From an optimization exercise on the open Yosys and OpenROAD flow, aimed at small area; shortcuts taken in it are not production practice. The RTL was checked by simulation tests, not by an equivalence proof against the original design. Power and IR drop assume default switching activity. No driver is modelled on the clock port, so clocking that relies on it looks cheaper here than on a real chip.

===== config.mk =====
export PLATFORM = sky130hd
export DESIGN_NAME = reg_file
export DESIGN_NICKNAME = reg_file
export VERILOG_FILES = /design/flow/design.v
export SDC_FILE = /design/flow/constraint.sdc
export NUM_CORES = 4
export LEC_CHECK = 0
export CAP_MARGIN = 10
export CORE_MARGIN = 2
export CORE_UTILIZATION = 60
export GPL_TIMING_DRIVEN = 0
export PLACE_DENSITY = 0.72
export SLEW_MARGIN = 10
export SYNTH_HIERARCHICAL = 1

===== constraint.sdc =====
create_clock -name core_clock -period 8.0 [get_ports {clk}]
set_input_delay 1.6000 -clock core_clock [delete_from_list [all_inputs] [get_ports {clk}]]
set_output_delay 1.6000 -clock core_clock [all_outputs]
set_load 0.01 [all_outputs]

===== design.v =====
module rf_next (
    input  logic ld,
    input  logic d,
    input  logic hold,
    input  logic q,
    output logic y
);
    assign y = (ld & d) | (hold & q);
endmodule
module rf_aoi3 (
    input  logic [2:0] s,
    input  logic [2:0] d,
    output logic       y_n
);
    assign y_n = ~((s[0] & d[0]) | (s[1] & d[1]) | (s[2] & d[2]));
endmodule
module rf_rbit (
    input  logic [31:1] s,
    input  logic [31:1] d,
    output logic        y
);
    logic [10:0] w_n;
    for (genvar g = 0; g < 10; g++) begin : g_aoi
        rf_aoi3 u_aoi (.s(s[3*g+3:3*g+1]), .d(d[3*g+3:3*g+1]), .y_n(w_n[g]));
    end
    assign w_n[10] = ~(s[31] & d[31]);
    assign y = ~&w_n;
endmodule
module rf_nand2 (
    input  logic a,
    input  logic b,
    output logic y_n
);
    assign y_n = ~(a & b);
endmodule
module rf_or_nand (
    input  logic a,
    input  logic b,
    input  logic c,
    output logic y_n
);
    assign y_n = ~((a | b) & c);
endmodule
module rf_inv (
    input  logic a_n,
    output logic y
);
    assign y = ~a_n;
endmodule
module rf_rdec (
    input  logic [4:0]  a,
    output logic [31:1] sel
);
    logic [3:0] w_lo;
    logic [7:0] w_hi;
    always_comb begin
        for (int k = 0; k < 4; k++) w_lo[k] = (a[1:0] == k);
        for (int j = 0; j < 8; j++) w_hi[j] = (a[4:2] == j);
    end
    for (genvar i = 1; i < 32; i++) begin : g_sel
        logic w_sel_n;
        rf_nand2 u_nand (.a(w_lo[i % 4]), .b(w_hi[i / 4]), .y_n(w_sel_n));
        rf_inv   u_inv  (.a_n(w_sel_n), .y(sel[i]));
    end
endmodule
module reg_file #(
    parameter int DATA_WIDTH = 32,
    parameter int ADDR_WIDTH = 5
) (
    input  logic                  clk,
    input  logic                  rst,
    input  logic                  we,
    input  logic [ADDR_WIDTH-1:0] readA1,
    input  logic [ADDR_WIDTH-1:0] readA2,
    input  logic [ADDR_WIDTH-1:0] writeA3,
    input  logic [DATA_WIDTH-1:0] data,
    output logic [DATA_WIDTH-1:0] RD1,
    output logic [DATA_WIDTH-1:0] RD2
);
    localparam int DEPTH = 2 ** ADDR_WIDTH;
    logic [DATA_WIDTH-1:0] r_regs [1:DEPTH-1];
    logic [DATA_WIDTH-1:0] w_next [1:DEPTH-1];
    logic [DEPTH-1:1] w_ld;     
    logic [DEPTH-1:1] w_hold;   
    logic [DEPTH-1:1] w_sel1;   
    logic [DEPTH-1:1] w_sel2;   
    logic [3:0] w_wlo, w_nlo;
    logic [7:0] w_whi, w_nhi;
    logic       w_nrst;
    always_comb begin
        w_nrst = !rst;
        for (int k = 0; k < 4; k++) begin
            w_wlo[k] = we && !rst && (writeA3[1:0] == k);
            w_nlo[k] = !(we && (writeA3[1:0] == k));
        end
        for (int j = 0; j < 8; j++) begin
            w_whi[j] = (writeA3[4:2] == j);
            w_nhi[j] = !(writeA3[4:2] == j);
        end
    end
    for (genvar i = 1; i < DEPTH; i++) begin : g_wdec
        logic w_ld_n, w_hold_n;
        rf_nand2   u_ld_n   (.a(w_wlo[i % 4]), .b(w_whi[i / 4]), .y_n(w_ld_n));
        rf_inv     u_ld     (.a_n(w_ld_n), .y(w_ld[i]));
        rf_or_nand u_hold_n (.a(w_nlo[i % 4]), .b(w_nhi[i / 4]), .c(w_nrst), .y_n(w_hold_n));
        rf_inv     u_hold   (.a_n(w_hold_n), .y(w_hold[i]));
    end
    rf_rdec u_rdec1 (.a(readA1), .sel(w_sel1));
    rf_rdec u_rdec2 (.a(readA2), .sel(w_sel2));
    for (genvar i = 1; i < DEPTH; i++) begin : g_entry
        for (genvar b = 0; b < DATA_WIDTH; b++) begin : g_bit
            rf_next u_next (
                .ld(w_ld[i]), .d(data[b]), .hold(w_hold[i]), .q(r_regs[i][b]),
                .y(w_next[i][b])
            );
        end
    end
    always_ff @(posedge clk) begin
        for (int i = 1; i < DEPTH; i++) begin
            r_regs[i] <= w_next[i];
        end
    end
    for (genvar b = 0; b < DATA_WIDTH; b++) begin : g_read
        logic [DEPTH-1:1] w_col;
        for (genvar i = 1; i < DEPTH; i++) begin : g_col
            assign w_col[i] = r_regs[i][b];
        end
        rf_rbit u_rd1 (.s(w_sel1), .d(w_col), .y(RD1[b]));
        rf_rbit u_rd2 (.s(w_sel2), .d(w_col), .y(RD2[b]));
    end
endmodule

===== flow/run.sh =====
#!/bin/bash
# The standard ORFS layout (standard.sh), with these changes to how the
# layout is made:
#   - before global placement (flow/pre_gpl.tcl): the inverters that drive
#     the per-entry strobes are sized to inv_2 (same area as inv_1), and
#     every port is buffered with buf_1 (buf_2 for the write-data inputs,
#     which fan out to 31 entries); ORFS's own port buffering is off;
#   - placement is not timing driven (GPL_TIMING_DRIVEN 0 in config.mk);
#   - the clock tree clusters up to 30 sinks per clkbuf_16 and adds no
#     dummy loads.
# ORFS writes each step's full log under orfs/logs/; standard.sh's own output
# goes to standard_flow.log.
set -euo pipefail
export PRE_GLOBAL_PLACE_TCL="$PWD/flow/pre_gpl.tcl"
export DONT_BUFFER_PORTS=1
export CTS_ARGS="-sink_clustering_enable -repair_clock_nets -dont_use_dummy_load -sink_clustering_size 30 -sink_clustering_max_diameter 120 -buf_list sky130_fd_sc_hd__clkbuf_16"
bash standard.sh > standard_flow.log 2>&1

===== flow/pre_gpl.tcl =====
# Size up the inverters that drive the per-entry strobes (fanout 32) to the
# same-area inv_2, so placement-time repair does not buffer those nets.
set n 0
foreach inst [get_cells -quiet -filter "ref_name == sky130_fd_sc_hd__inv_1"] {
  set op [get_pins -of_objects $inst -filter "direction == output"]
  set fo [llength [get_pins -quiet -of_objects [get_nets -of_objects $op] -filter "direction == input"]]
  if {$fo >= 12} {
    replace_cell $inst sky130_fd_sc_hd__inv_2
    incr n
  }
}
puts "pre_gpl: resized $n strobe inverters to inv_2"
# Buffer every port with buf_1; a port buffer that drives a large fanout
# (the write data bits) becomes buf_2.
buffer_ports -inputs -buffer_cell sky130_fd_sc_hd__buf_1
buffer_ports -outputs -buffer_cell sky130_fd_sc_hd__buf_1
set n 0
foreach inst [get_cells -quiet -filter "ref_name == sky130_fd_sc_hd__buf_1"] {
  set op [get_pins -of_objects $inst -filter "direction == output"]
  set fo [llength [get_pins -quiet -of_objects [get_nets -of_objects $op] -filter "direction == input"]]
  if {$fo >= 12} {
    replace_cell $inst sky130_fd_sc_hd__buf_2
    incr n
  }
}
puts "pre_gpl: resized $n port buffers to buf_2"

===== standard.sh =====
#!/bin/bash
# synth_recipe.tcl (not shown) runs the flow's synth.tcl, then flattens the netlist and writes it again
# the make line also repeats each setting of config.mk as NAME=value (left out here)
make -C /OpenROAD-flow-scripts/flow DESIGN_CONFIG=/design/flow/config.mk WORK_HOME=/design/flow/orfs CLKGATE_MAP_FILE= SYNTH_SCRIPT=/design/flow/synth_recipe.tcl "${@:-finish}"

==> flow_summary_export.csv, run 1 <==
group,metric,value,unit
pwr,power.internal,5.92,mW
synthesis,synth_edf_count,0,
pwr,p_per_area,195,nW/µm²
worst_setup_path,crit_path_end,"RD2[0]",
sta,fin_crit_sh,76.5,%
cts,postCtsSetupBuffers,0,
die,start_util,60.5,%
placement,gp_congestion,0.962,
sta,slew_headroom,17.0,%
global_route,grt_start_max_net_pins,33,
cts,cts-resized-gates,0,
synthesis,syn-instance-count,3180,
worst_setup_path,crit_arrival,4.52,ns
finish,largest_register,"r_regs",
synthesis,yosysTopAreaCell,"dfxtp_1",
sta,rsz0062_at_grt,"false",
worst_setup_path,crit_path_start,"readA2[3]",
finish,post-route-util,64.5,%
sta,setup_viol,0,
sta,fin_setup_tns,0,ns
pwr,seq_power_share,63.2,%
synthesis,yosysSeqAreaShare,52.2,%
cts,worstSkewPairLatency,0.65,ns
sta,hold_violations,0,
synthesis,synth_common_cells,"a22o_1, dfxtp_1, a222oi_1",
worst_hold_path,hold_path_class,"register to register",
worst_setup_path,cp-end-kind,"primary output",
finish,largest_reg_flops,992,
die,ios,114,
cts,clock_sinks,992,
finish,fin_nets,3384,
sta,skew,0,ns
global_route,gr-usage-all-layers,50.4,%
routing,viasPerCell,9.37,
die,rows,92,
sta,slew_viol_final,0,
finish,drive_gt1_share,6.33,%
die,fp.dieW,256,µm
synthesis,synth_cell_type_count,25,
pwr,ir_drop,206,µV
pwr,switching_share,25.2,%
synthesis,synthFlopType,"dfxtp_1",
synthesis,synth_top_cell_area_share,52.2,%
worst_setup_path,ff2ff_setup_slack,7.35,ns
worst_setup_path,crit_type,"input pin to primary output",
die,core,63000,µm²
routing,drt_iter0_markers,11400,
routing,wirelength,177,mm
synthesis,yosys_warnings,11,
synthesis,async_flop_share,0,%
finish,area_growth,6.64,%
sta,worstMarginPinSlew,1.24,ns
routing,vias,39200,
worst_setup_path,reg2reg_depth,1,
cts,clock_tree.htree_level_count,2,
routing,wire_per_inst,42.3,µm
pwr,clock_power_share,30.8,%
cts,clock_path_buffers,3,
pwr,combinationalPowerShare,6.0,%
worst_setup_path,worstReg2RegStart,"r_regs[7][29]",
cts,cts_hold_buf,0,
worst_setup_path,regToRegEndpoint,"r_regs[7][29]",
sta,min_period,6.12,ns
global_route,first_global_vias,37300,
die,dieArea,65500,µm²
outcome,run_status,"no timing/DRC/antenna violations",
synthesis,ys_ff_latch,992,
worst_setup_path,cp.required,6.40,ns
global_route,grt_first_pass_wirelength,248,mm
placement,hpwlAfterDp,91.4,mm
cts,root_buffer,"clkbuf_16",
pwr,p_sw,2.00,mW
finish,reg_top3,"r_regs x992",
synthesis,synth_nets,3230,
synthesis,ys_top_cells_by_area,"dfxtp_1, a22o_1, a222oi_1, nand4_1, a2111o_1",
sta,clock.fmax,163,MHz
routing,drc,0,
pwr,power.leakage,15.2,nW
global_route,grt_overflow,0,
routing,first_pass_iters,15,
routing,ant_nets,0,
synthesis,netlist_area,38100,µm²
cts,cts_tree,"built",
die,fp.dieH,256,µm
synthesis,syn_area_per_cell,12.0,µm²
job,drv_cap,0,
cts,cts_inserted_buffers,39,
cts,clk_pin_slew,0.11,ns
placement,io_buffers,113,
worst_setup_path,startpoint_type,"input pin",
worst_setup_path,cp_max_fo,32,
global_route,grt_antenna_before_repair,26,
Yosys stat by module (local to each module, per instance):
module      cell area, µm²  flops+latches
reg_file             20100            992
rf_rdec               87.6              0
rf_rbit               27.5              0
rf_aoi3               10.0              0
rf_next               8.76              0
rf_or_nand            5.00              0
rf_inv                3.75              0
rf_nand2              3.75              0
power by group through the flow:
| stage | Clock [mW] | Sequential (mW) | Combinational (mW) |
|---|---|---|---|
| 4_1_cts | 2.40 | 5.00 | 0.431 |
| 3_5_place_dp | 0 | 5.11 | 0.431 |
| 2_1_floorplan | 0 | 5.11 | 0.164 |
| 5_1_grt | 2.56 | 5.01 | 0.461 |
| 3_3_place_gp | 0 | 5.11 | 0.416 |
| 6_report | 2.44 | 5.00 | 0.479 |
cells in the final DEF, fill, tap and decap left out, drive strengths merged, types with 31 or more instances in the layout:
| cell type | n |
|---|---|
| buf | 116 |
| a22o | 992 |
| a222oi | 640 |
| dfxtp | 992 |
| a2111o | 64 |
| o21ai | 31 |
| inv | 125 |
| nand2 | 157 |
| nand4 | 128 |
| clkbuf | 39 |
kinds of logic after synthesis:
group,after synthesis,synth area share [%]
AOI/OAI and AO/OA,1727,41.9
and+or+nand+nor,333,4.62
buffers and inverters,128,1.29
DFF,992,52.2
metal layers:
layer / track usage [%] / share of wire (%) / vias up
li1: - / - / 14900
met1: 62.9 / 33 / 18700
met2: 68.8 / 39 / 4423
met3: 26.1 / 20 / 1157
met4: 29.9 / 7.5 / 36
met5: 2.34 / 0.23 / -
metrics by stage:
step / total power, mW / worst slack (ns) / hold slack, ns / cell area [µm²] / instances
after floorplan: 5.27 / 3.35 / 0.460 / 38100 / 3180
after global placement: 5.53 / 2.35 / 0.472 / 39600 / 4139
after detailed placement: 5.54 / 2.30 / 0.476 / 39600 / 4139
after CTS: 7.83 / 2.30 / 0.498 / 40600 / 4178
after global routing: 8.03 / 1.99 / 0.523 / 40600 / 4185
final: 7.92 / 1.88 / 0.508 / 40600 / 4187
critical path, cell delays in order:
cell and delay, ns:
buf_1 0.27, and3b_2 0.28, nand2_1 0.08, inv_2 0.35, a222oi_1 0.64, nand4_1 0.60, a2111o_1 0.52, buf_1 0.15
how the worst min path moves through the flow:
stage / to / startpoint / cells past startpoint / slack (ns)
6_report: r_regs[23][8] / r_regs[23][8] / 1 / 0.51
5_1_grt: r_regs[23][31] / r_regs[23][31] / 1 / 0.52
4_1_cts: r_regs[22][17] / r_regs[22][17] / 1 / 0.50
3_5_place_dp: r_regs[13][14] / r_regs[13][14] / 1 / 0.48
3_3_place_gp: r_regs[10][31] / r_regs[10][31] / 1 / 0.47
2_1_floorplan: r_regs[10][0] / r_regs[10][0] / 1 / 0.46
cell type report:
type	instances	area, µm²
multi-input combinational	2060	17700
inverter	125	469
antenna	9	22.5
timing repair buffer	113	464
buffer	3	22.5
tap	846	1060
sequential	992	19900
fill	4981	22400
clock buffer	39	976
==> run 2: changes to the inputs <==
--- a/design.v
+++ b/design.v
@@ -26,26 +26,85 @@
     assign w_n[10] = ~(s[31] & d[31]);
     assign y = ~&w_n;
 endmodule
+module rf_inv (
+    input  logic a,
+    output logic y
+);
+    assign y = ~a;
+endmodule
 module rf_nand2 (
     input  logic a,
     input  logic b,
-    output logic y_n
+    output logic y
 );
-    assign y_n = ~(a & b);
+    assign y = ~(a & b);
 endmodule
-module rf_or_nand (
+module rf_nor2 (
+    input  logic a,
+    input  logic b,
+    output logic y
+);
+    assign y = ~(a | b);
+endmodule
+module rf_nor3 (
     input  logic a,
     input  logic b,
     input  logic c,
-    output logic y_n
-);
-    assign y_n = ~((a | b) & c);
-endmodule
-module rf_inv (
-    input  logic a_n,
     output logic y
 );
-    assign y = ~a_n;
+    assign y = ~(a | b | c);
+endmodule
+module rf_wpredec (
+    input  logic [4:0] a,
+    input  logic       en_n,
+    output logic [3:0] lo,
+    output logic [7:0] hi
+);
+    logic [4:0] w_an;
+    for (genvar b = 0; b < 5; b++) begin : g_an
+        rf_inv u_inv (.a(a[b]), .y(w_an[b]));
+    end
+    for (genvar k = 0; k < 4; k++) begin : g_lo
+        rf_nor3 u_nor (
+            .a(en_n),
+            .b(k[0] ? w_an[0] : a[0]),
+            .c(k[1] ? w_an[1] : a[1]),
+            .y(lo[k])
+        );
+    end
+    for (genvar j = 0; j < 8; j++) begin : g_hi
+        rf_nor3 u_nor (
+            .a(j[0] ? w_an[2] : a[2]),
+            .b(j[1] ? w_an[3] : a[3]),
+            .c(j[2] ? w_an[4] : a[4]),
+            .y(hi[j])
+        );
+    end
+endmodule
+module rf_rpredec (
+    input  logic [4:0] a,
+    output logic [3:0] lo,
+    output logic [7:0] hi
+);
+    logic [4:0] w_an;
+    for (genvar b = 0; b < 5; b++) begin : g_an
+        rf_inv u_inv (.a(a[b]), .y(w_an[b]));
+    end
+    for (genvar k = 0; k < 4; k++) begin : g_lo
+        rf_nor2 u_nor (
+            .a(k[0] ? w_an[0] : a[0]),
+            .b(k[1] ? w_an[1] : a[1]),
+            .y(lo[k])
+        );
+    end
+    for (genvar j = 0; j < 8; j++) begin : g_hi
+        rf_nor3 u_nor (
+            .a(j[0] ? w_an[2] : a[2]),
+            .b(j[1] ? w_an[3] : a[3]),
+            .c(j[2] ? w_an[4] : a[4]),
+            .y(hi[j])
+        );
+    end
 endmodule
 module rf_rdec (
     input  logic [4:0]  a,
@@ -53,14 +112,11 @@
 );
     logic [3:0] w_lo;
     logic [7:0] w_hi;
-    always_comb begin
-        for (int k = 0; k < 4; k++) w_lo[k] = (a[1:0] == k);
-        for (int j = 0; j < 8; j++) w_hi[j] = (a[4:2] == j);
-    end
+    rf_rpredec u_pre (.a(a), .lo(w_lo), .hi(w_hi));
     for (genvar i = 1; i < 32; i++) begin : g_sel
         logic w_sel_n;
-        rf_nand2 u_nand (.a(w_lo[i % 4]), .b(w_hi[i / 4]), .y_n(w_sel_n));
-        rf_inv   u_inv  (.a_n(w_sel_n), .y(sel[i]));
+        rf_nand2 u_nand (.a(w_lo[i % 4]), .b(w_hi[i / 4]), .y(w_sel_n));
+        rf_inv   u_inv  (.a(w_sel_n), .y(sel[i]));
     end
 endmodule
 module reg_file #(
@@ -84,26 +140,18 @@
     logic [DEPTH-1:1] w_hold;   
     logic [DEPTH-1:1] w_sel1;   
     logic [DEPTH-1:1] w_sel2;   
-    logic [3:0] w_wlo, w_nlo;
-    logic [7:0] w_whi, w_nhi;
-    logic       w_nrst;
-    always_comb begin
-        w_nrst = !rst;
-        for (int k = 0; k < 4; k++) begin
-            w_wlo[k] = we && !rst && (writeA3[1:0] == k);
-            w_nlo[k] = !(we && (writeA3[1:0] == k));
-        end
-        for (int j = 0; j < 8; j++) begin
-            w_whi[j] = (writeA3[4:2] == j);
-            w_nhi[j] = !(writeA3[4:2] == j);
-        end
-    end
+    logic       w_nrst, w_wen_n;
+    logic [3:0] w_wlo;
+    logic [7:0] w_whi;
+    rf_inv   u_nrst  (.a(rst), .y(w_nrst));
+    rf_nand2 u_wen_n (.a(we), .b(w_nrst), .y(w_wen_n));
+    rf_wpredec u_wpre (.a(writeA3), .en_n(w_wen_n), .lo(w_wlo), .hi(w_whi));
     for (genvar i = 1; i < DEPTH; i++) begin : g_wdec
         logic w_ld_n, w_hold_n;
-        rf_nand2   u_ld_n   (.a(w_wlo[i % 4]), .b(w_whi[i / 4]), .y_n(w_ld_n));
-        rf_inv     u_ld     (.a_n(w_ld_n), .y(w_ld[i]));
-        rf_or_nand u_hold_n (.a(w_nlo[i % 4]), .b(w_nhi[i / 4]), .c(w_nrst), .y_n(w_hold_n));
-        rf_inv     u_hold   (.a_n(w_hold_n), .y(w_hold[i]));
+        rf_nand2 u_ld_n   (.a(w_wlo[i % 4]), .b(w_whi[i / 4]), .y(w_ld_n));
+        rf_inv   u_ld     (.a(w_ld_n), .y(w_ld[i]));
+        rf_nand2 u_hold_n (.a(w_nrst), .b(w_ld_n), .y(w_hold_n));
+        rf_inv   u_hold   (.a(w_hold_n), .y(w_hold[i]));
     end
     rf_rdec u_rdec1 (.a(readA1), .sel(w_sel1));
     rf_rdec u_rdec2 (.a(readA2), .sel(w_sel2));
==> flow/run.sh (replaced) <==
#!/bin/bash
# The standard ORFS layout (standard.sh), with these changes to how the
# layout is made:
#   - before global placement (flow/pre_gpl.tcl): the inverters that drive
#     the per-entry strobes are sized to inv_2 (same area as inv_1), and
#     every port is buffered with buf_1 (buf_2 for the write-data inputs,
#     which fan out to 31 entries), and the predecoders' nor3_2 become
#     nor3_1; ORFS's own port buffering is off;
#   - placement is not timing driven (GPL_TIMING_DRIVEN 0 in config.mk);
#   - the clock tree clusters up to 28 sinks per clkbuf_16 and adds no
#     dummy loads.
# ORFS writes each step's full log under orfs/logs/; standard.sh's own output
# goes to standard_flow.log.
set -euo pipefail
export PRE_GLOBAL_PLACE_TCL="$PWD/flow/pre_gpl.tcl"
export DONT_BUFFER_PORTS=1
export CTS_ARGS="-sink_clustering_enable -repair_clock_nets -dont_use_dummy_load -sink_clustering_size 28 -sink_clustering_max_diameter 100 -buf_list sky130_fd_sc_hd__clkbuf_16"
bash standard.sh > standard_flow.log 2>&1
--- a/flow/pre_gpl.tcl
+++ b/flow/pre_gpl.tcl
@@ -24,3 +24,11 @@
   }
 }
 puts "pre_gpl: resized $n port buffers to buf_2"
+# The predecoders' NOR3 gates come out of synthesis as nor3_2; their loads
+# are a few gate inputs, so use nor3_1.
+set n 0
+foreach inst [get_cells -quiet -filter "ref_name == sky130_fd_sc_hd__nor3_2"] {
+  replace_cell $inst sky130_fd_sc_hd__nor3_1
+  incr n
+}
+puts "pre_gpl: resized $n nor3_2 to nor3_1"
==> flow_summary_export.csv, run 2 <==
group,metric,value,unit
synthesis,yosysTopAreaCell,"dfxtp_1",
finish,fin_nets,3387,
worst_setup_path,worstReg2RegStart,"r_regs[25][24]",
routing,vias,38400,
sta,rsz0062_at_grt,"false",
global_route,first_global_vias,36300,
global_route,grt_first_pass_wirelength,248,mm
job,drv_cap,0,
die,fp.dieW,256,µm
sta,slew_headroom,13.1,%
worst_setup_path,crit_path_end,"RD2[25]",
finish,final_area,40400,µm²
pwr,p_per_area,197,nW/µm²
die,dieArea,65400,µm²
routing,viasPerCell,9.17,
routing,ant_nets,0,
worst_setup_path,crit_top_cell,"buf_1",
synthesis,syn_area_per_cell,12.0,µm²
global_route,grt_start_max_net_pins,33,
worst_setup_path,cp_top_family,"buffers and inverters",
pwr,ir_drop,156,µV
routing,wire_per_inst,42.3,µm
finish,largest_register,"r_regs",
finish,nFillCells,5005,
synthesis,synth_edf_count,0,
worst_setup_path,cp.depth,9,
cts,postCtsSetupBuffers,0,
finish,final_cell_mix,"a22o_1, dfxtp_1, a222oi_1",
cts,cts_tree,"built",
sta,worstMarginPinSlew,1.30,ns
die,start_util,60.5,%
cts,cts_inserted_buffers,41,
synthesis,synth_cell_type_count,9,
sta,slew_viol_final,0,
pwr,power.leakage,15.3,nW
synthesis,ys_ff_latch,992,
worst_setup_path,path_cells,"buf_1, inv_1, nor2_1, nand2_1, inv_2, a222oi_1, nand4_1, a2111o_1, buf_1",
routing,drt_iter0_markers,10200,
worst_setup_path,crit_path_start,"readA2[1]",
finish,largest_reg_flops,992,
synthesis,yosysSeqAreaShare,52.2,%
die,core,62900,µm²
cts,clock_tree.htree_level_count,2,
worst_setup_path,cp-end-kind,"primary output",
worst_setup_path,slowest_delay,0.86,ns
sta,setup_viol,0,
cts,cts-resized-gates,0,
routing,drc,0,
worst_setup_path,startpoint_type,"input pin",
global_route,gr-usage-all-layers,50.7,%
cts,worstSkewPairLatency,0.63,ns
finish,drive_gt1_share,5.94,%
cts,clock_sinks,992,
die,ios,114,
worst_setup_path,crit_type,"input pin to primary output",
routing,wirelength,177,mm
die,fp.dieH,256,µm
outcome,run_status,"no timing/DRC/antenna violations",
synthesis,ys_top_cells_by_area,"dfxtp_1, a22o_1, a222oi_1, nand4_1, a2111o_1",
cts,root_buffer,"clkbuf_16",
routing,first_pass_iters,15,
worst_hold_path,hold_path_class,"register to register",
cts,clock_path_buffers,3,
sta,fin_setup_tns,0,ns
synthesis,yosys_warnings,10,
sta,hold_violations,0,
cts,clk_pin_slew,0.08,ns
worst_setup_path,cp_num_buf_inv,4,
global_route,grt_overflow,0,
placement,place_area,39400,µm²
synthesis,synth_top_cell_area_share,52.2,%
synthesis,syn-instance-count,3181,
sta,fin_crit_sh,82.0,%
placement,gp_congestion,0.984,
finish,area_growth,6.36,%
placement,hpwlAfterDp,93.9,mm
worst_setup_path,regToRegEndpoint,"r_regs[25][24]",
placement,io_buffers,113,
synthesis,synth_nets,3231,
synthesis,synth_common_cells,"a22o_1, dfxtp_1, a222oi_1",
sta,min_period,6.56,ns
worst_setup_path,cp.required,6.40,ns
global_route,grt_antenna_before_repair,15,
worst_setup_path,slowest_stage,"inv_2",
finish,reg_top3,"r_regs x992",
worst_setup_path,cp_max_fo,32,
sta,skew,0,ns
cts,cts_hold_buf,0,
synthesis,async_flop_share,0,%
synthesis,netlist_area,38000,µm²
worst_setup_path,ff2ff_setup_slack,7.32,ns
sta,clock.fmax,152,MHz
die,rows,92,
synthesis,synthFlopType,"dfxtp_1",
worst_setup_path,crit_arrival,4.96,ns
worst_setup_path,reg2reg_depth,1,
-- run 2: changes by cell type after synthesis, moves of 4 or more --
| cell | previous run | this run |
|---|---|---|
| nand2_1 | 157 | 189 |
| nor3_2 | 0 | 28 |
| nor3b_1 | 9 | 0 |
| inv_1 | 125 | 140 |
| nor2b_1 | 4 | 0 |
| o21ai_1 | 31 | 0 |
| nor2_1 | 2 | 8 |
| and3b_2 | 6 | 0 |
| or3b_1 | 4 | 0 |
| nand3b_1 | 5 | 0 |
-- run 2: Yosys stat by module (local to each module, per instance), a selection --
module    area, µm²  cells inside  copies in the design
reg_file      19900           992                     1
rf_rbit        27.5             4                    64
rf_nor3        10.0             1                    28
rf_aoi3        10.0             1                   640
rf_nand2       3.75             1                   125
rf_nor2        3.75             1                     8
-- run 2: kinds of logic after synthesis --
logic type             Yosys count  share of synthesized area [%]
AO/OA/AOI/OAI                 1696                           41.6
buffers and inverters          140                           1.38
flip-flops                     992                           52.2
AND/OR/NAND/NOR                353                           4.79
-- run 2: cell type report --
class	count	area, µm²	area share [%]
inverters	140	526	1.30
clock buffers	41	1030	2.54
repair buffers	113	464	1.15
flip-flops and latches	992	19900	49.1
well taps	846	1060	2.62
diodes	4	10.0	0.0248
multi-input cells	2049	17500	43.3
-- run 2: worst min path at each step --
| stage | start | endpoint | slack (ns) | cells after the start |
|---|---|---|---|---|
| after CTS | r_regs[17][16] | r_regs[17][16] | 0.50 | 1 |
| after floorplan | r_regs[10][0] | r_regs[10][0] | 0.46 | 1 |
| after detailed placement | r_regs[5][28] | r_regs[5][28] | 0.48 | 1 |
| after global routing | r_regs[16][28] | r_regs[16][28] | 0.52 | 1 |
| after global placement | r_regs[22][0] | r_regs[22][0] | 0.47 | 1 |
| final | r_regs[17][16] | r_regs[17][16] | 0.51 | 1 |
-- run 2: layer usage --
| metal | up-vias | track usage [%] | part of all wire [%] |
|---|---|---|---|
| met4 | 14 | 34.6 | 8.3 |
| met5 | - | 2.19 | 0.17 |
| met2 | 4139 | 69.7 | 39 |
| met1 | 18400 | 62.8 | 33 |
| met3 | 966 | 23.5 | 20 |
| li1 | 14800 | - | - |
-- run 2: where the power goes --
group | internal [mW] | switching [mW] | total (mW)
sequential | 4.97 | 0.0302 | 5.00
clock | 0.929 | 1.57 | 2.50
combinational | 0.0560 | 0.408 | 0.464
total | 5.96 | 2.01 | 7.96
-- run 2: stage by stage --
stage               instances  power [mW]  hold WS (ns)  setup WS [ns]  util, %
floorplan                3181        5.27         0.460           3.36        -
global placement         4140        5.52         0.472           2.14     62.7
detailed placement       4140        5.53         0.477           2.03     62.7
CTS                      4181        7.88         0.501           2.03     64.3
global route             4184        8.09         0.521           1.64     64.3
finish                   4185        7.96         0.506           1.44     64.3
==> run 3: changes to the inputs <==
--- a/design.v
+++ b/design.v
@@ -14,17 +14,42 @@
 );
     assign y_n = ~((s[0] & d[0]) | (s[1] & d[1]) | (s[2] & d[2]));
 endmodule
+module rf_nand4 (
+    input  logic [3:0] a,
+    output logic       y
+);
+    assign y = ~&a;
+endmodule
+module rf_nand3 (
+    input  logic [2:0] a,
+    output logic       y
+);
+    assign y = ~&a;
+endmodule
+module rf_aoi211 (
+    input  logic a,
+    input  logic b,
+    input  logic c,
+    input  logic d,
+    output logic y
+);
+    assign y = ~((a & b) | c | d);
+endmodule
 module rf_rbit (
     input  logic [31:1] s,
     input  logic [31:1] d,
     output logic        y
 );
-    logic [10:0] w_n;
+    logic [9:0] w_n;
+    logic [1:0] w_or;
+    logic       w_rest_n;
     for (genvar g = 0; g < 10; g++) begin : g_aoi
         rf_aoi3 u_aoi (.s(s[3*g+3:3*g+1]), .d(d[3*g+3:3*g+1]), .y_n(w_n[g]));
     end
-    assign w_n[10] = ~(s[31] & d[31]);
-    assign y = ~&w_n;
+    rf_nand4  u_or0  (.a(w_n[3:0]), .y(w_or[0]));
+    rf_nand4  u_or1  (.a(w_n[7:4]), .y(w_or[1]));
+    rf_aoi211 u_rest (.a(s[31]), .b(d[31]), .c(w_or[0]), .d(w_or[1]), .y(w_rest_n));
+    rf_nand3  u_out  (.a({w_rest_n, w_n[9:8]}), .y(y));
 endmodule
 module rf_inv (
     input  logic a,
--- a/flow/run.sh
+++ b/flow/run.sh
@@ -4,8 +4,8 @@
 #   - before global placement (flow/pre_gpl.tcl): the inverters that drive
 #     the per-entry strobes are sized to inv_2 (same area as inv_1), and
 #     every port is buffered with buf_1 (buf_2 for the write-data inputs,
-#     which fan out to 31 entries), and the predecoders' nor3_2 become
-#     nor3_1; ORFS's own port buffering is off;
+#     which fan out to 31 entries), and the nor3_2 and a211oi_2 cells
+#     that synthesis sized up become _1; ORFS's own port buffering is off;
 #   - placement is not timing driven (GPL_TIMING_DRIVEN 0 in config.mk);
 #   - the clock tree clusters up to 28 sinks per clkbuf_16 and adds no
 #     dummy loads.
--- a/flow/pre_gpl.tcl
+++ b/flow/pre_gpl.tcl
@@ -24,11 +24,14 @@
   }
 }
 puts "pre_gpl: resized $n port buffers to buf_2"
-# The predecoders' NOR3 gates come out of synthesis as nor3_2; their loads
-# are a few gate inputs, so use nor3_1.
+# Synthesis sizes the single-gate decoder and OR-tree modules up to _2
+# (nor3_2, a211oi_2); each drives a few gate inputs nearby, so use the _1
+# cells. Later repair sizes up any that then violate a limit.
 set n 0
-foreach inst [get_cells -quiet -filter "ref_name == sky130_fd_sc_hd__nor3_2"] {
-  replace_cell $inst sky130_fd_sc_hd__nor3_1
-  incr n
+foreach {from to} {sky130_fd_sc_hd__nor3_2 sky130_fd_sc_hd__nor3_1 sky130_fd_sc_hd__a211oi_2 sky130_fd_sc_hd__a211oi_1} {
+  foreach inst [get_cells -quiet -filter "ref_name == $from"] {
+    replace_cell $inst $to
+    incr n
+  }
 }
-puts "pre_gpl: resized $n nor3_2 to nor3_1"
+puts "pre_gpl: resized $n nor3_2/a211oi_2 cells to _1"
==> flow_summary_export.csv, run 3 <==
group,metric,value,unit
worst_setup_path,cp_max_fo,32,
worst_setup_path,crit_top_cell,"buf_1",
pwr,p_per_area,197,nW/µm²
placement,placed_cells,4140,
worst_setup_path,slowest_stage,"a211oi_1",
cts,clk_pin_slew,0.08,ns
synthesis,synth_nets,3231,
cts,root_buffer,"clkbuf_16",
outcome,run_status,"no timing/DRC/antenna violations",
die,core,63000,µm²
routing,first_pass_iters,14,
routing,drc,0,
worst_setup_path,path_cells,"buf_1, nor2_1, nand2_1, inv_2, a222oi_1, nand4_1, a211oi_1, nand3_1, buf_1",
synthesis,yosysSeqAreaShare,52.0,%
sta,skew,0,ns
synthesis,synthSimpleGateAreaFrac,4.98,%
synthesis,yosys_warnings,10,
global_route,grt_antenna_before_repair,4,
worst_setup_path,cp_top_family,"compound AO/OA/AOI/OAI gates",
sta,fin_setup_tns,0,ns
cts,cts_hold_buf,0,
finish,final_cell_mix,"a22o_1, dfxtp_1, a222oi_1",
worst_setup_path,cp_num_buf_inv,3,
worst_setup_path,cp.depth,9,
synthesis,synth-xor-area-share,0,%
cts,cts_inserted_buffers,41,
synthesis,yosysTopAreaCell,"dfxtp_1",
finish,post-route-util,64.0,%
finish,area_growth,5.52,%
worst_hold_path,hold_start,"r_regs[26][8]",
global_route,grt_overflow,0,
cts,postCtsSetupBuffers,0,
worst_hold_path,hold_path_class,"register to register",
worst_setup_path,crit_arrival,5.54,ns
sta,rsz0062_at_grt,"false",
sta,setup_viol,0,
synthesis,synthFlopType,"dfxtp_1",
placement,io_buffers,113,
cts,clock_tree.htree_level_count,2,
sta,clock.fmax,140,MHz
finish,instances_no_fill,4185,
finish,fin_nets,3387,
routing,wirelength,171,mm
synthesis,synth_edf_count,0,
worst_setup_path,crit_type,"input pin to primary output",
routing,wire_per_inst,40.9,µm
finish,largest_register,"r_regs",
worst_setup_path,ff2ff_setup_slack,7.34,ns
die,start_util,60.6,%
global_route,grt_first_pass_wirelength,243,mm
worst_setup_path,cp.required,6.40,ns
cts,clock_path_buffers,3,
synthesis,synth_mux_area_share,0,%
worst_setup_path,slowest_delay,1.16,ns
global_route,grt_start_max_net_pins,33,
worst_hold_path,min_path_cells,1,
routing,drt_iter0_markers,9725,
finish,regArea,19900,µm²
synthesis,ys_top_cells_by_area,"dfxtp_1, a22o_1, a222oi_1, a211oi_2, nand4_1",
synthesis,ys_ff_latch,992,
sta,worstMarginPinSlew,1.36,ns
synthesis,async_flop_share,0,%
finish,multiInputGateArea,17300,µm²
synthesis,synth_common_cells,"a22o_1, dfxtp_1, a222oi_1",
synthesis,synth_top_cell_area_share,52.0,%
synthesis,synth_cell_type_count,10,
placement,hpwlAfterDp,92.5,mm
worst_setup_path,startpoint_type,"input pin",
finish,largest_reg_flops,992,
routing,ant_nets,0,
cts,cts-resized-gates,0,
worst_hold_path,min_delay_worst_endpoint,"r_regs[26][8]",
global_route,first_global_vias,36200,
synthesis,synth_top_family_by_area,"compound AO/OA/AOI/OAI gates",
finish,drive_gt1_share,6.00,%
finish,nFillCells,4949,
worst_setup_path,worstReg2RegStart,"r_regs[31][7]",
routing,viasPerCell,9.04,
cts,worstSkewPairLatency,0.63,ns
routing,vias,37800,
synthesis,syn_area_per_cell,12.0,µm²
cts,clock_sinks,992,
die,fp.dieW,256,µm
sta,slew_headroom,8.80,%
worst_setup_path,reg2reg_depth,1,
pwr,ir_drop,191,µV
die,fp.dieH,256,µm
synthesis,synthAdderAreaFrac,0,%
placement,gp_congestion,0.955,
job,drv_cap,0,
sta,slew_viol_final,0,
pwr,power.leakage,14.6,nW
die,rows,92,
synthesis,synth_compound_area_share,41.6,%
cts,cts_tree,"built",
sta,fin_crit_sh,89.2,%
die,ios,114,
worst_setup_path,cp-end-kind,"primary output",
worst_setup_path,regToRegEndpoint,"r_regs[31][7]",
global_route,gr-usage-all-layers,49.4,%
finish,reg_top3,"r_regs x992",
die,dieArea,65700,µm²
synthesis,netlist_area,38200,µm²
sta,hold_violations,0,
sta,min_period,7.14,ns
synthesis,syn-instance-count,3181,
-- run 3: cell types whose count changed after synthesis --
cell      before  now
a2111o_1      64    0
nand3_1        0   64
a211oi_2       0   64
nand2_1      189  125
-- run 3: logic make-up after synthesis --
family | after synthesis
flops | 992
simple gates | 353
buf+inv | 140
compound gates | 1696
-- run 3: final cells by class --
| type | count | area share, % |
|---|---|---|
| Antenna cell | 4 | 0.0248 |
| Sequential cell | 992 | 49.3 |
| Tap cell | 846 | 2.63 |
| Inverter | 140 | 1.30 |
| Timing Repair Buffer | 113 | 1.15 |
| Clock buffer | 41 | 2.55 |
| Multi-Input combinational cell | 2049 | 43.1 |
-- run 3: report_power, final --
group,switching (mW),internal [mW]
sequential,0.0300,4.97
combinational,0.400,0.0557
clock,1.55,0.929
-- run 3: worst max path at each step --
| stage | from | end |
|---|---|---|
| floorplan | readA1[1] | RD1[0] |
| global placement | readA2[1] | RD2[29] |
| detailed placement | readA2[0] | RD2[29] |
| CTS | readA2[0] | RD2[29] |
| global route | readA2[0] | RD2[29] |
| finish | readA2[0] | RD2[29] |
-- run 3: per-stage QoR --
step                      hold slack, ns  setup slack (ns)  area [µm²]  total power [mW]
final                              0.500             0.865       40300              7.94
after detailed placement           0.477              1.64       39200              5.53
after CTS                          0.501              1.64       40300              7.87
after global routing               0.521              1.18       40300              8.09
after global placement             0.472              1.69       39200              5.51
after floorplan                    0.460              3.20       38200              5.27
-- run 3: Yosys stat by module, one instance, submodules excluded, a selection --
module,cells,times used
rf_nand2,1,125
rf_nor2,1,8
rf_nand4,1,128
rf_nand3,1,64
rf_nor3,1,28
rf_next,1,992
-- run 3: per-layer routing --
layer / GRT usage (%) / vias up / wire, µm
li1: - / 14800 / -
met5: 0.439 / - / 225
met1: 60.0 / 18200 / 57300
met3: 22.5 / 902 / 31100
met2: 68.9 / 3869 / 68600
met4: 35.1 / 8 / 14100
==> run 4: changes to the inputs <==
--- a/flow/run.sh
+++ b/flow/run.sh
@@ -7,12 +7,12 @@
 #     which fan out to 31 entries), and the nor3_2 and a211oi_2 cells
 #     that synthesis sized up become _1; ORFS's own port buffering is off;
 #   - placement is not timing driven (GPL_TIMING_DRIVEN 0 in config.mk);
-#   - the clock tree clusters up to 28 sinks per clkbuf_16 and adds no
+#   - the clock tree clusters up to 16 sinks per clkbuf_8 and adds no
 #     dummy loads.
 # ORFS writes each step's full log under orfs/logs/; standard.sh's own output
 # goes to standard_flow.log.
 set -euo pipefail
 export PRE_GLOBAL_PLACE_TCL="$PWD/flow/pre_gpl.tcl"
 export DONT_BUFFER_PORTS=1
-export CTS_ARGS="-sink_clustering_enable -repair_clock_nets -dont_use_dummy_load -sink_clustering_size 28 -sink_clustering_max_diameter 100 -buf_list sky130_fd_sc_hd__clkbuf_16"
+export CTS_ARGS="-sink_clustering_enable -repair_clock_nets -dont_use_dummy_load -sink_clustering_size 16 -sink_clustering_max_diameter 80 -buf_list sky130_fd_sc_hd__clkbuf_8"
 bash standard.sh > standard_flow.log 2>&1
==> flow_summary_export.csv, run 4 <==
group,metric,value,unit
sta,hold_slack,0.504,ns
worst_setup_path,cp-end-kind,"primary output",
finish,reg_top3,"r_regs x992",
pwr,clock_power_share,30.7,%
cts,cts_tree,"built",
die,fp.dieH,256,µm
global_route,first_global_vias,36600,
finish,area_growth,5.45,%
worst_setup_path,slowest_delay,1.09,ns
placement,gp_congestion,0.955,
cts,clock_path_buffers,3,
worst_setup_path,crit_top_cell,"buf_1",
cts,clk_pin_slew,0.06,ns
cts,clock_sinks,992,
die,ios,114,
outcome,run_status,"no timing/DRC/antenna violations",
sta,worstMarginPinSlew,1.37,ns
worst_setup_path,slowest_stage,"a211oi_1",
synthesis,synth_nets,3231,
worst_setup_path,crit_arrival,5.45,ns
global_route,grt_overflow,0,
sta,fin_setup_tns,0,ns
pwr,ir_drop,154,µV
synthesis,yosys_warnings,10,
placement,hpwlAfterDp,92.5,mm
synthesis,ys_top_cells_by_area,"dfxtp_1, a22o_1, a222oi_1, a211oi_2, nand4_1",
die,dieArea,65700,µm²
pwr,combinationalPowerShare,5.8,%
sta,slew_viol_final,0,
routing,wirelength,172,mm
synthesis,syn_area_per_cell,12.0,µm²
sta,clock.fmax,142,MHz
sta,min_period,7.05,ns
global_route,grt_start_max_net_pins,33,
sta,skew,0,ns
pwr,p_sw,2.04,mW
die,core,63000,µm²
worst_setup_path,crit_type,"input pin to primary output",
synthesis,yosysSeqAreaShare,52.0,%
worst_setup_path,cp_num_buf_inv,3,
cts,cts_inserted_buffers,72,
placement,place_area,39200,µm²
global_route,grt_antenna_before_repair,6,
synthesis,async_flop_share,0,%
worst_setup_path,cp_max_fo,32,
finish,final_cell_mix,"a22o_1, dfxtp_1, a222oi_1",
cts,cts-resized-gates,0,
cts,worstSkewPairLatency,0.74,ns
synthesis,synth_common_cells,"a22o_1, dfxtp_1, a222oi_1",
worst_setup_path,cp_top_family,"compound AO/OA/AOI/OAI gates",
routing,vias,37900,
synthesis,synth_edf_count,0,
pwr,p_per_area,196,nW/µm²
sta,hold_violations,0,
worst_hold_path,hold_path_class,"register to register",
die,fp.dieW,256,µm
synthesis,netlist_area,38200,µm²
global_route,gr-usage-all-layers,49.8,%
finish,largest_register,"r_regs",
sta,setup_viol,0,
finish,largest_reg_flops,992,
pwr,power.leakage,14.6,nW
placement,io_buffers,113,
synthesis,synth_cell_type_count,10,
sta,finalWorstSetupSlack,0.946,ns
routing,drc,0,
synthesis,syn-instance-count,3181,
job,drv_cap,0,
finish,fin_nets,3418,
synthesis,synthFlopType,"dfxtp_1",
routing,viasPerCell,8.99,
pwr,switching_share,25.9,%
cts,clock_tree.htree_level_count,3,
die,rows,92,
cts,root_buffer,"clkbuf_8",
pwr,totalPowerFinal,7.88,mW
routing,drt_iter0_markers,10000,
die,start_util,60.6,%
sta,fin_crit_sh,88.2,%
sta,rsz0062_at_grt,"false",
finish,final_area,40300,µm²
worst_setup_path,path_cells,"buf_1, nor2_1, nand2_1, inv_2, a222oi_1, nand4_1, a211oi_1, nand3_1, buf_1",
routing,wire_per_inst,40.8,µm
cts,cts_hold_buf,0,
finish,drive_gt1_share,6.86,%
sta,slew_headroom,8.36,%
synthesis,synth_top_cell_area_share,52.0,%
pwr,power.internal,5.84,mW
worst_setup_path,cp.required,6.40,ns
worst_setup_path,startpoint_type,"input pin",
routing,first_pass_iters,17,
routing,ant_nets,0,
synthesis,ys_ff_latch,992,
synthesis,yosysTopAreaCell,"dfxtp_1",
global_route,grt_first_pass_wirelength,244,mm
pwr,seq_power_share,63.5,%
cts,postCtsSetupBuffers,0,
placement,dp_slack,1.64,ns
run 4: cell counts after synthesis:
Identical to the previous run, type by type.
run 4: layout make-up:
cell class              instances  area, µm²
flip-flops and latches        992      19900
well taps                     846       1060
fillers                      4989      22700
multi-input cells            2049      17300
repair buffers                113        464
clock buffers                  72        991
inverters                     140        526
diodes                          7       17.5
run 4: stage by stage:
| stage | util (%) | instances |
|---|---|---|
| after CTS | 63.9 | 4212 |
| after global placement | 62.3 | 4140 |
| after global routing | 63.9 | 4213 |
| after detailed placement | 62.3 | 4140 |
| after floorplan | - | 3181 |
| final | 63.9 | 4219 |
run 4: final timing paths:
check / from / to / slack, ns / cells after the start
setup / recovery: readA1[0] / RD1[29] / 0.95 / 9
hold / removal: r_regs[11][10] / r_regs[11][10] / 0.50 / 1
setup reg to reg: r_regs[30][3] / r_regs[30][3] / 7.34 / 1
hold reg to reg: r_regs[11][10] / r_regs[11][10] / 0.50 / 1
run 4: modules after synthesis (local to each module, per instance), a selection:
module,cells,times used
rf_aoi211,1,64
rf_inv,1,140
rf_nor3,1,28
rf_nand2,1,125
rf_aoi3,1,640
rf_nor2,1,8
rf_nand3,1,64
reg_file,992,1
rf_next,1,992
rf_nand4,1,128
run 4: cells by family (layout without fill, tap and decap cells):
logic type | Yosys count | in the layout | share of synthesized area [%]
other | 0 | 7 | 0
buffers and inverters | 140 | 325 | 1.38
AO/OA/AOI/OAI | 1696 | 1696 | 41.6
AND/OR/NAND/NOR | 353 | 353 | 4.98
flip-flops | 992 | 992 | 52.0
run 4: per-layer routing:
layer	track usage (%)	vias up	wire, µm
met1	59.9	18200	56800
met4	35.1	12	14400
li1	-	14900	-
met3	23.8	994	31400
met5	1.75	-	476
met2	69.4	3913	68900
run 4: power groups by stage:
| stage | combinational, mW | clock (mW) | sequential, mW |
|---|---|---|---|
| 5_1_grt | 0.446 | 2.58 | 5.01 |
| 3_3_place_gp | 0.404 | 0 | 5.11 |
| 2_1_floorplan | 0.163 | 0 | 5.11 |
| 6_report | 0.456 | 2.42 | 5.00 |
| 4_1_cts | 0.414 | 2.39 | 5.00 |
| 3_5_place_dp | 0.414 | 0 | 5.11 |
==> run 5: changes to the inputs <==
--- a/flow/run.sh
+++ b/flow/run.sh
@@ -7,12 +7,12 @@
 #     which fan out to 31 entries), and the nor3_2 and a211oi_2 cells
 #     that synthesis sized up become _1; ORFS's own port buffering is off;
 #   - placement is not timing driven (GPL_TIMING_DRIVEN 0 in config.mk);
-#   - the clock tree clusters up to 16 sinks per clkbuf_8 and adds no
+#   - the clock tree clusters up to 18 sinks per clkbuf_8 and adds no
 #     dummy loads.
 # ORFS writes each step's full log under orfs/logs/; standard.sh's own output
 # goes to standard_flow.log.
 set -euo pipefail
 export PRE_GLOBAL_PLACE_TCL="$PWD/flow/pre_gpl.tcl"
 export DONT_BUFFER_PORTS=1
-export CTS_ARGS="-sink_clustering_enable -repair_clock_nets -dont_use_dummy_load -sink_clustering_size 16 -sink_clustering_max_diameter 80 -buf_list sky130_fd_sc_hd__clkbuf_8"
+export CTS_ARGS="-sink_clustering_enable -repair_clock_nets -dont_use_dummy_load -sink_clustering_size 18 -sink_clustering_max_diameter 60 -buf_list sky130_fd_sc_hd__clkbuf_8"
 bash standard.sh > standard_flow.log 2>&1
==> flow_summary_export.csv, run 5 <==
group,metric,value,unit
routing,ant_nets,0,
die,start_util,60.6,%
synthesis,async_flop_share,0,%
sta,slew_viol_final,0,
worst_hold_path,hold_path_class,"register to register",
worst_setup_path,cp_max_fo,32,
sta,fin_setup_tns,0,ns
worst_setup_path,cp_num_buf_inv,3,
global_route,grt_start_max_net_pins,33,
finish,largest_register,"r_regs",
sta,setup_viol,0,
global_route,first_global_vias,36400,
sta,skew,0,ns
routing,wire_per_inst,40.9,µm
synthesis,synth_common_cells,"a22o_1, dfxtp_1, a222oi_1",
synthesis,syn-instance-count,3181,
sta,clock.fmax,143,MHz
cts,cts-resized-gates,0,
worst_setup_path,ff2ff_setup_slack,7.34,ns
worst_setup_path,path_cells,"buf_1, nor2_1, nand2_1, inv_2, a222oi_1, nand4_1, a211oi_1, nand3_1, buf_1",
worst_setup_path,slowest_stage,"a211oi_1",
synthesis,synth_cell_type_count,10,
die,core,63000,µm²
finish,final_cell_mix,"a22o_1, dfxtp_1, a222oi_1",
synthesis,yosysTopAreaCell,"dfxtp_1",
cts,cts_tree,"built",
die,ios,114,
worst_setup_path,startpoint_type,"input pin",
worst_setup_path,cp-end-kind,"primary output",
die,fp.dieW,256,µm
sta,rsz0062_at_grt,"false",
placement,hpwlAfterDp,92.5,mm
sta,hold_slack,0.504,ns
pwr,p_per_area,194,nW/µm²
sta,hold_violations,0,
sta,min_period,7.00,ns
worst_setup_path,cp_top_family,"compound AO/OA/AOI/OAI gates",
cts,postCtsSetupBuffers,0,
placement,place_area,39200,µm²
global_route,gr-usage-all-layers,49.7,%
die,dieArea,65700,µm²
global_route,grt_overflow,0,
global_route,grt_antenna_before_repair,7,
finish,area_growth,5.26,%
cts,cts_hold_buf,0,
routing,wirelength,172,mm
routing,viasPerCell,9.07,
sta,slew_headroom,11.6,%
finish,fin_nets,3413,
finish,largest_reg_flops,992,
worst_setup_path,slowest_delay,1.11,ns
placement,io_buffers,113,
synthesis,netlist_area,38200,µm²
cts,clock_path_buffers,3,
cts,worstSkewPairLatency,0.72,ns
synthesis,synth_edf_count,0,
finish,reg_top3,"r_regs x992",
routing,vias,38200,
pwr,ir_drop,170,µV
synthesis,synthFlopType,"dfxtp_1",
synthesis,synth_top_cell_area_share,52.0,%
job,drv_cap,0,
global_route,grt_first_pass_wirelength,244,mm
pwr,power.leakage,14.6,nW
sta,fin_crit_sh,87.4,%
worst_setup_path,cp.required,6.40,ns
worst_setup_path,crit_type,"input pin to primary output",
synthesis,synth_nets,3231,
finish,final_area,40200,µm²
worst_setup_path,crit_arrival,5.40,ns
synthesis,yosys_warnings,10,
pwr,totalPowerFinal,7.80,mW
die,rows,92,
cts,clk_pin_slew,0.06,ns
outcome,run_status,"no timing/DRC/antenna violations",
synthesis,yosysSeqAreaShare,52.0,%
worst_setup_path,crit_top_cell,"buf_1",
synthesis,ys_top_cells_by_area,"dfxtp_1, a22o_1, a222oi_1, a211oi_2, nand4_1",
synthesis,syn_area_per_cell,12.0,µm²
cts,clock_tree.htree_level_count,3,
placement,gp_congestion,0.955,
die,fp.dieH,256,µm
routing,drc,0,
cts,clock_sinks,992,
sta,worstMarginPinSlew,1.32,ns
cts,root_buffer,"clkbuf_8",
synthesis,ys_ff_latch,992,
routing,first_pass_iters,14,
finish,drive_gt1_share,6.72,%
cts,cts_inserted_buffers,67,
routing,drt_iter0_markers,10500,
## run 5: power breakdown
part | switching, mW | leakage (nW) | internal (mW) | total (mW)
logic | 0.399 | 6.13 | 0.0557 | 0.455
registers | 0.0300 | 8.00 | 4.97 | 5.00
clock network | 1.58 | 0.482 | 0.759 | 2.34
## run 5: cells by family after synthesis
| kind of cell | share of synthesized area, % |
|---|---|
| flip-flops | 52.0 |
| buffers and inverters | 1.38 |
| AO/OA/AOI/OAI | 41.6 |
| AND/OR/NAND/NOR | 4.98 |
## run 5: cell type report
| class | count | area, µm² |
|---|---|---|
| flip-flops and latches | 992 | 19900 |
| fillers | 4989 | 22800 |
| inverters | 140 | 526 |
| well taps | 846 | 1060 |
| diodes | 6 | 15.0 |
| multi-input cells | 2049 | 17300 |
| clock buffers | 67 | 922 |
| repair buffers | 113 | 464 |
## run 5: final timing paths
path,from,to,cells after the start
max reg2reg,r_regs[18][6],r_regs[18][6],1
max,readA2[1],RD2[29],9
min reg2reg,r_regs[11][17],r_regs[11][17],1
min,r_regs[11][17],r_regs[11][17],1
## run 5: metal layers
metal  global-route usage, %  vias up  wire, µm
met5                    1.02        -       111
met4                    34.5       10     14400
met3                    23.8      972     32100
met2                    69.2     3991     68800
met1                    60.2    18300     56800
li1                        -    14900         -
## run 5: stage by stage
stage	std cells	setup slack [ns]	util (%)
after floorplan	3181	3.20	-
after global placement	4140	1.69	62.3
after detailed placement	4140	1.64	62.3
after CTS	4207	1.64	63.8
after global routing	4208	1.24	63.8
final	4213	1.00	63.8
## run 5: per-module statistics from Yosys (local to each module, per instance), excerpt
module     cell area, µm²  times used  flip-flops and latches
rf_nor3              10.0          28                       0
rf_nand4             6.26         128                       0
rf_nand3             5.00          64                       0
rf_nor2              3.75           8                       0
rf_inv               3.75         140                       0
rf_aoi211            12.5          64                       0
rf_next              8.76         992                       0
rf_nand2             3.75         125                       0
reg_file            19900           1                     992
rf_aoi3              10.0         640                       0

[separate check: timing with driven ports]
How much do the figures lean on ideal ports? The routed layouts below were timed once more, with nothing changed but the port constraints. Step 1 assumes that a clkbuf_16 drives the clock port and a buf_2 every other input. Step 2 moves the port delays by t, midway between the first and last clock arrival at a register: inputs arrive t later, outputs are due t later. That takes back most of the time a late clock gives input paths. Slacks: ideal / step 1 / step 2; pairs: ideal / step 1.
run	t (ns)	setup slack, ns	hold slack, ns	worst setup path at the end
run 1	0.688	1.882 / 1.772 / 1.772	0.508 / 0.508 / 0.508	input to output
run 2	0.691	1.441 / 1.417 / 1.417	0.506 / 0.506 / 0.506	input to output
run 3	0.697	0.865 / 0.835 / 0.835	0.500 / 0.500 / 0.500	input to output
run 4	0.795	0.946 / 0.920 / 0.920	0.504 / 0.504 / 0.504	input to output
run 5	0.772	1.004 / 0.979 / 0.979	0.504 / 0.504 / 0.504	input to output
After both steps setup and hold are still met in every run listed. The setup slack of run 1, which loses most, moves by -0.110 ns with the drivers and by -0.110 ns with both steps.
